Source: an optimization exercise on an open RTL-to-GDS flow (aim: small area). Production flows keep margins and buffers that such runs may drop.
RTL that was checked went through simulation tests only; none was proved equivalent to the original.
Power figures rest on the tool's default switching activity, not on a simulated workload.

==> job 5078 <==
## axi_adxl345
module axi_adxl345 (
    input  logic       S_AXI_LITE_ACLK,
    input  logic       S_AXI_LITE_ARESETN,
    input  adxl_pkg::axi_addr_t  S_AXI_LITE_AWADDR,
    input  logic       S_AXI_LITE_AWVALID,
    output logic       S_AXI_LITE_AWREADY,
    input  adxl_pkg::axi_data_t  S_AXI_LITE_WDATA,
    input  adxl_pkg::axi_strb_t  S_AXI_LITE_WSTRB,
    input  logic       S_AXI_LITE_WVALID,
    output logic       S_AXI_LITE_WREADY,
    output logic [1:0] S_AXI_LITE_BRESP,
    output logic       S_AXI_LITE_BVALID,
    input  logic       S_AXI_LITE_BREADY,
    input  adxl_pkg::axi_addr_t  S_AXI_LITE_ARADDR,
    input  logic       S_AXI_LITE_ARVALID,
    output logic       S_AXI_LITE_ARREADY,
    output adxl_pkg::axi_data_t  S_AXI_LITE_RDATA,
    output logic [1:0] S_AXI_LITE_RRESP,
    output logic       S_AXI_LITE_RVALID,
    input  logic       S_AXI_LITE_RREADY,
    output adxl_pkg::byte_t      M_AXIS_TDATA,
    output adxl_pkg::byte_t      M_AXIS_TUSER,
    output logic       M_AXIS_TVALID,
    output logic       M_AXIS_TLAST,
    input  logic       M_AXIS_TREADY,
    input  adxl_pkg::byte_t      S_AXIS_TDATA,
    input  adxl_pkg::byte_t      S_AXIS_TUSER,
    input  logic       S_AXIS_TVALID,
    input  logic       S_AXIS_TLAST,
    output logic       S_AXIS_TREADY
);
==> module adxl_reg_mirror, before the edit <==
module adxl_reg_mirror (
    input  logic         S_AXI_LITE_ACLK,
    input  logic         rst,
    output logic         pending_any,
    input  logic [5:0]   seq_addr,
    output logic         seq_pending,
    output logic [7:0]   seq_byte,
    input  logic         clear_pending,
    input  logic         rx_wr,
    input  logic [7:0]   rx_data,
    input  logic         bus_wr_en,
    input  logic [3:0]   bus_wr_word,
    input  logic [31:0]  bus_wr_data,
    input  logic [3:0]   bus_wr_strb,
    input  logic [3:0]   bus_rd_word,
    output logic [31:0]  bus_rd_data
);
    localparam logic [63:0] write_mask = 64'h0102_F7FF_E000_0000;
    logic [7:0]  regs [64];
    logic [63:0] pending;
    logic [63:0] seq_hit;
    logic [63:0] host_hit;
    logic [7:0]  rx_byte;
    logic        host_wr;
    logic [7:0]  seq_or [65];
    logic        pend_or [65];
    logic [7:0]  rx_lo;
    logic [7:0]  rx_hi;
    logic [63:0] rx_en;
    assign host_wr = bus_wr_en && !rst;
    assign rx_byte = rst ? 8'h00 : rx_data;
    for (genvar j = 0; j < 8; j++) begin : g_pre
        assign rx_lo[j] = rst || (seq_addr[2:0] == 3'(j));
        assign rx_hi[j] = rst || (rx_wr && seq_addr[5:3] == 3'(j));
    end
    for (genvar i = 0; i < 64; i++) begin : g_byte
        assign seq_hit[i] = (seq_addr == 6'(i));
        assign rx_en[i]   = rx_lo[i % 8] && rx_hi[i / 8];
        if (write_mask[i]) begin : g_wr
            assign host_hit[i] = host_wr && (bus_wr_word == 4'(i / 4))
                                 && bus_wr_strb[i % 4];
            always_ff @(posedge S_AXI_LITE_ACLK) begin
                if (rx_en[i] || host_hit[i])
                    regs[i] <= host_hit[i] ? bus_wr_data[8*(i%4) +: 8] : rx_byte;
                if (rst || host_hit[i] || (clear_pending && seq_hit[i]))
                    pending[i] <= host_hit[i];
            end
            assign seq_or[i+1]  = seq_or[i] | (seq_hit[i] ? regs[i] : 8'h00);
            assign pend_or[i+1] = pend_or[i] | (seq_hit[i] && pending[i]);
        end else begin : g_ro
            assign host_hit[i] = 1'b0;
            assign pending[i]  = 1'b0;
            always_ff @(posedge S_AXI_LITE_ACLK) begin
                if (rx_en[i])
                    regs[i] <= rx_byte;
            end
            assign seq_or[i+1]  = seq_or[i];
            assign pend_or[i+1] = pend_or[i];
        end
    end
    assign seq_or[0]   = 8'h00;
    assign pend_or[0]  = 1'b0;
    assign seq_byte    = seq_or[64];
    assign seq_pending = pend_or[64];
    assign pending_any = |pending;
    always_comb begin
        for (int b = 0; b < 4; b++)
            bus_rd_data[8*b +: 8] = regs[{bus_rd_word, 2'(b)}];
    end
endmodule
==> flow/config.mk <==
export PLATFORM = sky130hd
export DESIGN_NAME = axi_adxl345
export DESIGN_NICKNAME = axi_adxl345
export VERILOG_FILES = /design/flow/design.v
export SDC_FILE = /design/flow/constraint.sdc
export NUM_CORES = 4
export LEC_CHECK = 0
export CAP_MARGIN = 20
export CORE_MARGIN = 2
export CORE_UTILIZATION = 50
export GPL_TIMING_DRIVEN = 0
export SLEW_MARGIN = 20
==> flow/constraint.sdc <==
create_clock -name core_clock -period 10.0 [get_ports {S_AXI_LITE_ACLK}]
set_input_delay 2.0000 -clock core_clock [delete_from_list [all_inputs] [get_ports {S_AXI_LITE_ACLK}]]
set_output_delay 2.0000 -clock core_clock [all_outputs]
set_load 0.01 [all_outputs]
standard.sh (not shown) runs the stock make flow with config.mk's settings and CLKGATE_MAP_FILE= SYNTH_SCRIPT=/design/flow/synth_recipe.tcl, a recipe that flattens the netlist after the stock synthesis.
==> flow/flow/run.sh <==
#!/bin/bash
# Standard synthesis, then ABC re-maps its combinational logic for area
# (registers untouched), then the standard layout with small port buffers and
# a clock tree without dummy loads. Each tool's output goes to its own log.
set -euo pipefail
W=$(pwd)
R=$W/orfs/results/$FLOW_PLATFORM/axi_adxl345/base
LIB=$FLOW_HOME/platforms/$FLOW_PLATFORM/lib/sky130_fd_sc_hd__tt_025C_1v80.lib
YOSYS=$(command -v yosys || echo "$FLOW_HOME/../tools/install/yosys/bin/yosys")

bash standard.sh synth > "$W/log_1_standard_synth.log" 2>&1
cp "$R/1_2_yosys.v" "$W/standard_netlist.v"

python3 "$W/flow/comb_lib.py" "$LIB" "$W/comb.lib" > "$W/log_2_comb_lib.log" 2>&1
sed -e "s#@LIB@#$LIB#g" -e "s#@COMB@#$W/comb.lib#g" -e "s#@IN@#$W/standard_netlist.v#g" \
    -e "s#@OUT@#$W/remap.v#g" -e "s#@TOP@#$FLOW_TOP#g" "$W/flow/remap.ys" > "$W/remap_run.ys"
"$YOSYS" -l "$W/log_3_remap.log" -q "$W/remap_run.ys" > /dev/null 2>&1
rm -f "$W/comb.lib"
cp "$W/remap.v" "$R/1_2_yosys.v"

bash standard.sh \
    BUFFER_PORTS_ARGS="-buffer_cell sky130_fd_sc_hd__buf_1" \
    CTS_ARGS="$(cat "$W/flow/cts_args")" \
    finish > "$W/log_4_standard_layout.log" 2>&1
==> flow/flow/comb_lib.py <==
# Writes a copy of a liberty file holding only its combinational cells, so
# that Yosys can read their functions while the flip-flops stay black boxes.
import re
import sys

src = open(sys.argv[1]).read()
starts = [m.start() for m in re.finditer(r'\n\s*cell\s*\(', src)]
head = src[:starts[0]]
cells = []
pos = starts[0]
for s in starts:
    if s < pos:
        continue
    depth = 0
    k = src.index('{', s)
    while True:
        c = src[k]
        if c == '{':
            depth += 1
        elif c == '}':
            depth -= 1
            if depth == 0:
                break
        k += 1
    cells.append(src[s:k + 1])
    pos = k + 1
comb = [c for c in cells if not re.search(r'\b(ff|latch|statetable)\s*\(', c)]
open(sys.argv[2], 'w').write(head + ''.join(comb) + '\n}\n')
print(f"{len(cells)} cells, {len(comb)} combinational")
==> flow/flow/cts_args <==
-sink_clustering_enable -repair_clock_nets -dont_use_dummy_load -buf_list sky130_fd_sc_hd__clkbuf_16 -sink_clustering_size 30 -sink_clustering_max_diameter 80
==> flow/flow/remap.ys <==
# Re-map the combinational logic of the standard synthesis with ABC's
# default (area-leaning) script. Flip-flops are black boxes here, so every
# register keeps its name and cell type.
read_liberty -lib @LIB@
read_liberty -overwrite -ignore_miss_func @COMB@
read_verilog @IN@
hierarchy -check -top @TOP@
flatten
opt_clean
stat -liberty @LIB@
abc -liberty @LIB@ -dont_use *probe* -dont_use *lpflow*
setundef -zero
splitnets
opt_clean -purge
hilomap -singleton -hicell sky130_fd_sc_hd__conb_1 HI -locell sky130_fd_sc_hd__conb_1 LO
insbuf -buf sky130_fd_sc_hd__buf_4 A X
stat -liberty @LIB@
write_verilog -noattr -nohex -nodec @OUT@
# read the result back against the library alone and check it
design -reset
read_liberty -lib @LIB@
read_verilog @OUT@
hierarchy -check -top @TOP@
check -assert -mapped
==> job 8990 (differences from job 5078) <==
--- a/flow/design.v
+++ b/flow/design.v
@@ -80,48 +80,42 @@
     input  logic [3:0]   bus_rd_word,
     output logic [31:0]  bus_rd_data
 );
     localparam logic [63:0] write_mask = 64'h0102_F7FF_E000_0000;
     logic [7:0]  regs [64];
     logic [63:0] pending;
     logic [63:0] seq_hit;
     logic [63:0] host_hit;
+    logic [63:0] rx_hit;
     logic [7:0]  rx_byte;
     logic        host_wr;
     logic [7:0]  seq_or [65];
     logic        pend_or [65];
-    logic [7:0]  rx_lo;
-    logic [7:0]  rx_hi;
-    logic [63:0] rx_en;
     assign host_wr = bus_wr_en && !rst;
     assign rx_byte = rst ? 8'h00 : rx_data;
-    for (genvar j = 0; j < 8; j++) begin : g_pre
-        assign rx_lo[j] = rst || (seq_addr[2:0] == 3'(j));
-        assign rx_hi[j] = rst || (rx_wr && seq_addr[5:3] == 3'(j));
-    end
     for (genvar i = 0; i < 64; i++) begin : g_byte
         assign seq_hit[i] = (seq_addr == 6'(i));
-        assign rx_en[i]   = rx_lo[i % 8] && rx_hi[i / 8];
+        assign rx_hit[i]  = rx_wr && seq_hit[i];
         if (write_mask[i]) begin : g_wr
             assign host_hit[i] = host_wr && (bus_wr_word == 4'(i / 4))
                                  && bus_wr_strb[i % 4];
             always_ff @(posedge S_AXI_LITE_ACLK) begin
-                if (rx_en[i] || host_hit[i])
+                if (rst || host_hit[i] || rx_hit[i])
                     regs[i] <= host_hit[i] ? bus_wr_data[8*(i%4) +: 8] : rx_byte;
                 if (rst || host_hit[i] || (clear_pending && seq_hit[i]))
                     pending[i] <= host_hit[i];
             end
             assign seq_or[i+1]  = seq_or[i] | (seq_hit[i] ? regs[i] : 8'h00);
             assign pend_or[i+1] = pend_or[i] | (seq_hit[i] && pending[i]);
         end else begin : g_ro
             assign host_hit[i] = 1'b0;
             assign pending[i]  = 1'b0;
             always_ff @(posedge S_AXI_LITE_ACLK) begin
-                if (rx_en[i])
+                if (rst || rx_hit[i])
                     regs[i] <= rx_byte;
             end
             assign seq_or[i+1]  = seq_or[i];
             assign pend_or[i+1] = pend_or[i];
         end
     end
     assign seq_or[0]   = 8'h00;
     assign pend_or[0]  = 1'b0;
@@ -135,35 +129,34 @@
 endmodule
 `timescale 1ns/1ps
 module bus_sequencer (
     input  logic       S_AXI_LITE_ACLK,
     input  logic       rst,
     input  logic       pending_any,
     output logic [5:0] seq_addr,
     input  logic       seq_pending,
+    input  logic [7:0] seq_byte,
     output logic       clear_pending,
     output logic       rx_wr,
     input  logic       rx_tvalid,
     input  logic       rx_tlast,
     output logic       cmd_push,
-    output logic       cmd_read,
-    output logic [1:0] cmd_pos,
+    output logic [7:0] cmd_entry,
     input  logic       cmd_full
 );
     adxl_pkg::seq_state_t state;
     logic [1:0] word_cnt;
     logic [5:0] timer;
     logic       last_word;
     logic       in_read;
     assign last_word = (word_cnt == 2'd2);
     assign in_read   = (state == adxl_pkg::send_read);
     assign cmd_push  = (state == adxl_pkg::send_write || in_read) && !cmd_full;
-    assign cmd_read  = in_read;
-    assign cmd_pos   = word_cnt;
+    assign cmd_entry = last_word ? seq_byte : {in_read, 1'b0, seq_addr};
     assign clear_pending = cmd_push && (state == adxl_pkg::send_write) && last_word;
     assign rx_wr         = (state == adxl_pkg::receive) && rx_tvalid;
     always_ff @(posedge S_AXI_LITE_ACLK) begin
         if (rst) begin
             state    <= adxl_pkg::idle;
             seq_addr <= '0;
             word_cnt <= '0;
             timer    <= '0;
@@ -217,70 +210,50 @@
     input  logic       S_AXI_LITE_ACLK,
     input  logic       rst,
     output logic [7:0] M_AXIS_TDATA,
     output logic [7:0] M_AXIS_TUSER,
     output logic       M_AXIS_TLAST,
     output logic       M_AXIS_TVALID,
     input  logic       M_AXIS_TREADY,
     input  logic       cmd_push,
-    input  logic       cmd_read,
-    input  logic [1:0] cmd_pos,
-    input  logic [5:0] cmd_addr,
-    input  logic [7:0] cmd_data,
+    input  logic [7:0] cmd_entry,
     output logic       cmd_full
 );
-    logic [15:0] read_mark;
-    logic [5:0]  addr_mem [6];
-    logic [7:0]  data_mem [6];
-    logic [3:0]  wr_ptr;
-    logic [3:0]  rd_ptr;
-    logic [2:0]  cmd_wr;
-    logic [2:0]  cmd_rd;
-    logic [1:0]  head_pos;
-    logic        head_read;
-    logic        pop;
-    assign head_read     = (head_pos == 2'd0) && read_mark[rd_ptr];
+    logic [7:0] mem [16];
+    logic [3:0] wr_ptr;
+    logic [3:0] rd_ptr;
+    logic [1:0] head_pos;
+    logic [7:0] head;
+    logic       head_read;
+    logic       pop;
+    assign head          = mem[rd_ptr];
+    assign head_read     = (head_pos == 2'd0) && head[7];
     assign pop           = M_AXIS_TVALID && M_AXIS_TREADY;
     assign M_AXIS_TVALID = (wr_ptr != rd_ptr) || cmd_full;
-    always_comb begin
-        case (head_pos)
-            2'd0:    M_AXIS_TDATA = read_mark[rd_ptr] ? 8'(6'h39) : 8'h02;
-            2'd1:    M_AXIS_TDATA = {2'b00, addr_mem[cmd_rd]};
-            default: M_AXIS_TDATA = data_mem[cmd_rd];
-        endcase
-    end
+    assign M_AXIS_TDATA  = (head_pos != 2'd0) ? head
+                         : (head[7] ? 8'(6'h39) : 8'h02);
     assign M_AXIS_TUSER  = {7'h53, head_read};
     assign M_AXIS_TLAST  = (head_pos == 2'd2) || head_read;
     always_ff @(posedge S_AXI_LITE_ACLK) begin
         if (cmd_push)
-            read_mark[wr_ptr] <= cmd_read;
-        if (cmd_push && cmd_pos == 2'd1)
-            addr_mem[cmd_wr] <= cmd_addr;
-        if (cmd_push && cmd_pos == 2'd2)
-            data_mem[cmd_wr] <= cmd_data;
+            mem[wr_ptr] <= cmd_entry;
     end
     always_ff @(posedge S_AXI_LITE_ACLK) begin
         if (rst) begin
             wr_ptr   <= '0;
             rd_ptr   <= '0;
-            cmd_wr   <= '0;
-            cmd_rd   <= '0;
             cmd_full <= 1'b0;
             head_pos <= '0;
         end else begin
             if (cmd_push)
                 wr_ptr <= wr_ptr + 1'b1;
-            if (cmd_push && cmd_pos == 2'd2)
-                cmd_wr <= (cmd_wr == 3'd5) ? 3'd0 : cmd_wr + 1'b1;
             if (pop) begin
-                rd_ptr   <= rd_ptr + 1'b1;
+                rd_ptr <= rd_ptr + 1'b1;
                 head_pos <= (head_read || head_pos == 2'd2) ? 2'd0 : head_pos + 1'b1;
-                if (head_pos == 2'd2)
-                    cmd_rd <= (cmd_rd == 3'd5) ? 3'd0 : cmd_rd + 1'b1;
             end
             if (cmd_push && !pop)
                 cmd_full <= (4'(wr_ptr + 1'b1) == rd_ptr);
             else if (pop && !cmd_push)
                 cmd_full <= 1'b0;
         end
     end
 endmodule
@@ -316,18 +289,17 @@
     input  logic       S_AXIS_TLAST,
     output logic       S_AXIS_TREADY
 );
     logic        rst;
     logic        bus_wr_en;
     logic        bus_rd_en;
     logic [31:0] bus_rd_data;
     logic        cmd_push;
-    logic        cmd_read;
-    logic [1:0]  cmd_pos;
+    logic [7:0]  cmd_entry;
     logic        cmd_full;
     logic        pending_any;
     logic [5:0]  seq_addr;
     logic        seq_pending;
     logic [7:0]  seq_byte;
     logic        clear_pending;
     logic        rx_wr;
     assign rst              = !S_AXI_LITE_ARESETN;
@@ -372,33 +344,30 @@
         .bus_rd_data     (bus_rd_data)
     );
     bus_sequencer u_bus_sequencer (
         .S_AXI_LITE_ACLK (S_AXI_LITE_ACLK),
         .rst             (rst),
         .pending_any     (pending_any),
         .seq_addr        (seq_addr),
         .seq_pending     (seq_pending),
+        .seq_byte        (seq_byte),
         .clear_pending   (clear_pending),
         .rx_wr           (rx_wr),
         .rx_tvalid       (S_AXIS_TVALID),
         .rx_tlast        (S_AXIS_TLAST),
         .cmd_push        (cmd_push),
-        .cmd_read        (cmd_read),
-        .cmd_pos         (cmd_pos),
+        .cmd_entry       (cmd_entry),
         .cmd_full        (cmd_full)
     );
     cmd_queue u_cmd_queue (
         .S_AXI_LITE_ACLK (S_AXI_LITE_ACLK),
         .rst             (rst),
         .M_AXIS_TDATA    (M_AXIS_TDATA),
         .M_AXIS_TUSER    (M_AXIS_TUSER),
         .M_AXIS_TLAST    (M_AXIS_TLAST),
         .M_AXIS_TVALID   (M_AXIS_TVALID),
         .M_AXIS_TREADY   (M_AXIS_TREADY),
         .cmd_push        (cmd_push),
-        .cmd_read        (cmd_read),
-        .cmd_pos         (cmd_pos),
-        .cmd_addr        (seq_addr),
-        .cmd_data        (seq_byte),
+        .cmd_entry       (cmd_entry),
         .cmd_full        (cmd_full)
     );
 endmodule
==> flow/run.sh (new file) <==
#!/bin/bash
# synth_recipe.tcl (not shown) runs the flow's synth.tcl, then flattens the netlist and writes it again
# the make line also repeats each setting of config.mk as NAME=value (left out here)
make -C /OpenROAD-flow-scripts/flow DESIGN_CONFIG=/design/flow/config.mk WORK_HOME=/design/flow/orfs CLKGATE_MAP_FILE= SYNTH_SCRIPT=/design/flow/synth_recipe.tcl finish
==> flow/config.mk (replaced) <==
export PLATFORM = sky130hd
export DESIGN_NAME = axi_adxl345
export DESIGN_NICKNAME = axi_adxl345
export VERILOG_FILES = /design/flow/design.v
export SDC_FILE = /design/flow/constraint.sdc
export NUM_CORES = 4
export LEC_CHECK = 0
export CAP_MARGIN = 40
export CORE_MARGIN = 2
export CORE_UTILIZATION = 40
export SLEW_MARGIN = 30
removed: flow/flow/run.sh
removed: flow/flow/comb_lib.py
removed: flow/flow/cts_args
removed: flow/flow/remap.ys
removed: flow/standard.sh
==> job 1303 (differences from job 5078) <==
--- a/flow/design.v
+++ b/flow/design.v
@@ -99,30 +99,34 @@
         assign rx_hi[j] = rst || (rx_wr && seq_addr[5:3] == 3'(j));
     end
     for (genvar i = 0; i < 64; i++) begin : g_byte
         assign seq_hit[i] = (seq_addr == 6'(i));
         assign rx_en[i]   = rx_lo[i % 8] && rx_hi[i / 8];
         if (write_mask[i]) begin : g_wr
             assign host_hit[i] = host_wr && (bus_wr_word == 4'(i / 4))
                                  && bus_wr_strb[i % 4];
+            logic take_rx;
+            logic keep;
+            assign take_rx = rx_en[i] && !host_hit[i];
+            assign keep    = !rx_en[i] && !host_hit[i];
             always_ff @(posedge S_AXI_LITE_ACLK) begin
-                if (rx_en[i] || host_hit[i])
-                    regs[i] <= host_hit[i] ? bus_wr_data[8*(i%4) +: 8] : rx_byte;
+                regs[i] <= ({8{host_hit[i]}} & bus_wr_data[8*(i%4) +: 8])
+                         | ({8{take_rx}} & rx_byte)
+                         | ({8{keep}} & regs[i]);
                 if (rst || host_hit[i] || (clear_pending && seq_hit[i]))
                     pending[i] <= host_hit[i];
             end
             assign seq_or[i+1]  = seq_or[i] | (seq_hit[i] ? regs[i] : 8'h00);
             assign pend_or[i+1] = pend_or[i] | (seq_hit[i] && pending[i]);
         end else begin : g_ro
             assign host_hit[i] = 1'b0;
             assign pending[i]  = 1'b0;
             always_ff @(posedge S_AXI_LITE_ACLK) begin
-                if (rx_en[i])
-                    regs[i] <= rx_byte;
+                regs[i] <= ({8{rx_en[i]}} & rx_byte) | ({8{!rx_en[i]}} & regs[i]);
             end
             assign seq_or[i+1]  = seq_or[i];
             assign pend_or[i+1] = pend_or[i];
         end
     end
     assign seq_or[0]   = 8'h00;
     assign pend_or[0]  = 1'b0;
     assign seq_byte    = seq_or[64];
--- a/flow/flow/run.sh
+++ b/flow/flow/run.sh
@@ -8,17 +8,17 @@
 LIB=$FLOW_HOME/platforms/$FLOW_PLATFORM/lib/sky130_fd_sc_hd__tt_025C_1v80.lib
 YOSYS=$(command -v yosys || echo "$FLOW_HOME/../tools/install/yosys/bin/yosys")
 
 bash standard.sh synth > "$W/log_1_standard_synth.log" 2>&1
 cp "$R/1_2_yosys.v" "$W/standard_netlist.v"
 
 python3 "$W/flow/comb_lib.py" "$LIB" "$W/comb.lib" > "$W/log_2_comb_lib.log" 2>&1
 sed -e "s#@LIB@#$LIB#g" -e "s#@COMB@#$W/comb.lib#g" -e "s#@IN@#$W/standard_netlist.v#g" \
-    -e "s#@OUT@#$W/remap.v#g" -e "s#@TOP@#$FLOW_TOP#g" "$W/flow/remap.ys" > "$W/remap_run.ys"
+    -e "s#@OUT@#$W/remap.v#g" -e "s#@TOP@#$FLOW_TOP#g" -e "s#@ABC@#$W/flow/abc_area.script#g" "$W/flow/remap.ys" > "$W/remap_run.ys"
 "$YOSYS" -l "$W/log_3_remap.log" -q "$W/remap_run.ys" > /dev/null 2>&1
 rm -f "$W/comb.lib"
 cp "$W/remap.v" "$R/1_2_yosys.v"
 
 bash standard.sh \
     BUFFER_PORTS_ARGS="-buffer_cell sky130_fd_sc_hd__buf_1" \
     CTS_ARGS="$(cat "$W/flow/cts_args")" \
     finish > "$W/log_4_standard_layout.log" 2>&1
==> flow/flow/abc_area.script (new file) <==
strash
&get -n
&fraig -x
&put
dc2
strash
&get -n
&dch -f
&nf -R 1000 -F 8 -C 32
&put
==> flow/flow/cts_args (replaced) <==
-sink_clustering_enable -repair_clock_nets -dont_use_dummy_load -buf_list sky130_fd_sc_hd__clkbuf_16 -sink_clustering_size 20 -sink_clustering_max_diameter 80
==> flow/flow/remap.ys (replaced) <==
# Re-map the combinational logic of the standard synthesis with an
# area-oriented ABC script. Flip-flops are black boxes here, so every
# register keeps its name and cell type.
read_liberty -lib @LIB@
read_liberty -overwrite -ignore_miss_func @COMB@
read_verilog @IN@
hierarchy -check -top @TOP@
flatten
opt_clean
stat -liberty @LIB@
abc -script @ABC@ -liberty @LIB@ -dont_use *probe* -dont_use *lpflow*
setundef -zero
splitnets
opt_clean -purge
hilomap -hicell sky130_fd_sc_hd__conb_1 HI -locell sky130_fd_sc_hd__conb_1 LO
insbuf -buf sky130_fd_sc_hd__buf_1 A X
stat -liberty @LIB@
write_verilog -noattr -nohex -nodec @OUT@
# read the result back against the library alone and check it
design -reset
read_liberty -lib @LIB@
read_verilog @OUT@
hierarchy -check -top @TOP@
check -assert -mapped
==> flow/config.mk (replaced) <==
export PLATFORM = sky130hd
export DESIGN_NAME = axi_adxl345
export DESIGN_NICKNAME = axi_adxl345
export VERILOG_FILES = /design/flow/design.v
export SDC_FILE = /design/flow/constraint.sdc
export NUM_CORES = 4
export LEC_CHECK = 0
export ABC_AREA = 1
export CAP_MARGIN = 20
export CORE_MARGIN = 2
export CORE_UTILIZATION = 50
export GPL_TIMING_DRIVEN = 0
export SLEW_MARGIN = 20
==> job 4794 (differences from job 5078) <==
--- a/flow/flow/run.sh
+++ b/flow/flow/run.sh
@@ -8,17 +8,17 @@
 LIB=$FLOW_HOME/platforms/$FLOW_PLATFORM/lib/sky130_fd_sc_hd__tt_025C_1v80.lib
 YOSYS=$(command -v yosys || echo "$FLOW_HOME/../tools/install/yosys/bin/yosys")
 
 bash standard.sh synth > "$W/log_1_standard_synth.log" 2>&1
 cp "$R/1_2_yosys.v" "$W/standard_netlist.v"
 
 python3 "$W/flow/comb_lib.py" "$LIB" "$W/comb.lib" > "$W/log_2_comb_lib.log" 2>&1
 sed -e "s#@LIB@#$LIB#g" -e "s#@COMB@#$W/comb.lib#g" -e "s#@IN@#$W/standard_netlist.v#g" \
-    -e "s#@OUT@#$W/remap.v#g" -e "s#@TOP@#$FLOW_TOP#g" "$W/flow/remap.ys" > "$W/remap_run.ys"
+    -e "s#@OUT@#$W/remap.v#g" -e "s#@TOP@#$FLOW_TOP#g" -e "s#@ABC@#$W/flow/abc_area.script#g" "$W/flow/remap.ys" > "$W/remap_run.ys"
 "$YOSYS" -l "$W/log_3_remap.log" -q "$W/remap_run.ys" > /dev/null 2>&1
 rm -f "$W/comb.lib"
 cp "$W/remap.v" "$R/1_2_yosys.v"
 
 bash standard.sh \
     BUFFER_PORTS_ARGS="-buffer_cell sky130_fd_sc_hd__buf_1" \
     CTS_ARGS="$(cat "$W/flow/cts_args")" \
     finish > "$W/log_4_standard_layout.log" 2>&1
==> flow/flow/abc_area.script (new file) <==
strash
&get -n
&fraig -x
&put
dc2
strash
&get -n
&dch -f
&nf -R 1000 -F 8 -C 32
&put
--- a/flow/flow/remap.ys
+++ b/flow/flow/remap.ys
@@ -3,17 +3,17 @@
 # register keeps its name and cell type.
 read_liberty -lib @LIB@
 read_liberty -overwrite -ignore_miss_func @COMB@
 read_verilog @IN@
 hierarchy -check -top @TOP@
 flatten
 opt_clean
 stat -liberty @LIB@
-abc -liberty @LIB@ -dont_use *probe* -dont_use *lpflow*
+abc -script @ABC@ -liberty @LIB@ -dont_use *probe* -dont_use *lpflow*
 setundef -zero
 splitnets
 opt_clean -purge
 hilomap -singleton -hicell sky130_fd_sc_hd__conb_1 HI -locell sky130_fd_sc_hd__conb_1 LO
 insbuf -buf sky130_fd_sc_hd__buf_4 A X
 stat -liberty @LIB@
 write_verilog -noattr -nohex -nodec @OUT@
 # read the result back against the library alone and check it
==> flow/config.mk (replaced) <==
export PLATFORM = sky130hd
export DESIGN_NAME = axi_adxl345
export DESIGN_NICKNAME = axi_adxl345
export VERILOG_FILES = /design/flow/design.v
export SDC_FILE = /design/flow/constraint.sdc
export NUM_CORES = 4
export LEC_CHECK = 0
export ABC_AREA = 1
export CAP_MARGIN = 20
export CORE_MARGIN = 2
export CORE_UTILIZATION = 50
export GPL_TIMING_DRIVEN = 0
export SLEW_MARGIN = 20
==> notes <==
- Against job 4794, the synthesized cell count of job 5078 is larger by 13%.
- Hold slack: job 4794 is worse than job 8990 (0.0084 ns).
- In job 1303 the wire length is smaller than in job 5078, by about 10%.
- Against job 8990, the die area of job 1303 is smaller by 30%.
- The lowest clock power belongs to job 5078, the highest to job 8990.
- Combinational power: job 1303 > job 8990 > job 4794 > job 5078.
- Of job 5078 and job 1303, job 5078 has the higher non-clock buffer count (gap 2).
- Between job 8990 and job 5078, the lower cell count is in job 5078 (gap about 8%, measured against job 5078).
- Job 1303 produced a clean layout. Job 5078 ran to the end with no violations. Job 4794 ran to the end with no violations. Job 8990 passed the timing, DRC and antenna checks.
- Clock skew: job 4794 > job 1303 > job 8990 > job 5078.
==> figures <==
item	job 5078	job 4794	job 1303	job 8990
Dpl hpwl	78,000 um	69,000 um	69,200 um	79,200 um
Total power after layout	5.48 mW	5.74 mW	6.15 mW	7.33 mW
Power density over the cells	167 nW/um^2	181 nW/um^2	197 nW/um^2	197 nW/um^2
Number of cells on the worst reg-to-reg path	5	5	6	9
Dpl cells	3,190	2,914	2,920	3,335
Pin count of the biggest net entering global routing	45	45	43	77
First-pass GRT wire length	152,000 um	139,000 um	139,000 um	161,000 um
Number of vias per cell	6.84	6.88	7.03	6.44
Non-clock inverters	51	45	121	44
Cell with the largest stage delay on the worst path	sky130_fd_sc_hd__nor4_1	sky130_fd_sc_hd__nor4_1	sky130_fd_sc_hd__and2_0	sky130_fd_sc_hd__mux4_1
Worst Setup End Kind	register	register	register	primary output
Setup crit start	S_AXI_LITE_ARESETN	S_AXI_LITE_ARESETN	S_AXI_LITE_ARESETN	-
Setup WS pre-CTS	3.91 ns	4.23 ns	4.43 ns	4.68 ns
Switching share of power	0.246	0.254	0.278	0.249
Effective utilization at floorplan	0.503	0.506	0.505	0.405
Number of violations reported at the end of detailed-routing iteration 0	3,582	3,914	4,448	3,338
Number of fill cells	4,929	4,668	4,486	6,862
Die footprint	61,100 um^2	58,900 um^2	57,500 um^2	82,500 um^2
Share of the final layout cell area in sequential cells	0.632	0.657	0.614	0.577
Outcome	finished clean	finished clean	finished clean	finished clean
The RTL of job 5078, job 1303 and job 4794 was laid out without a check of its function.

==> re-timing with driven ports <==
In the flow no input, the clock included, has a driving cell. The finished layouts below were timed again as built, in two steps. Step 1 (the two cells are an assumption about what drives the block):
set clk [get_ports {S_AXI_LITE_ACLK}]
set_driving_cell -lib_cell sky130_fd_sc_hd__clkbuf_16 $clk
set_driving_cell -lib_cell sky130_fd_sc_hd__buf_2 [delete_from_list [all_inputs] $clk]
Step 2 moves the port delays by t, midway between the first and last clock arrival at a register: inputs arrive t later, outputs are due t later. That takes back most of the time a late clock gives input paths. Three values: no drivers, after step 1, after step 2; two values: the first two.
| run | shift t [ns] | setup WS [ns] | latest minus earliest clock arrival (ns) | worst register clock-pin slew, ns | worst slew at a driven data input, ns |
|---|---|---|---|---|---|
| job 5078 | 0.633 | 4.439 / 4.478 / 3.846 | 0.056 / 0.055 | 0.12 / 0.12 | 0.09 |
| job 8990 | 0.698 | 4.686 / 4.625 / 4.599 | 0.045 / 0.045 | 0.07 / 0.07 | 0.08 |
| job 1303 | 0.647 | 4.886 / 4.928 / 4.282 | 0.069 / 0.069 | 0.09 / 0.09 | 0.08 |
| job 4794 | 0.650 | 4.664 / 4.706 / 4.056 | 0.056 / 0.056 | 0.11 / 0.11 | 0.10 |
After both steps every run listed still meets setup and hold. For job 4794, which loses most, drivers alone change the setup slack by +0.042 ns; drivers and shift together by -0.608 ns.
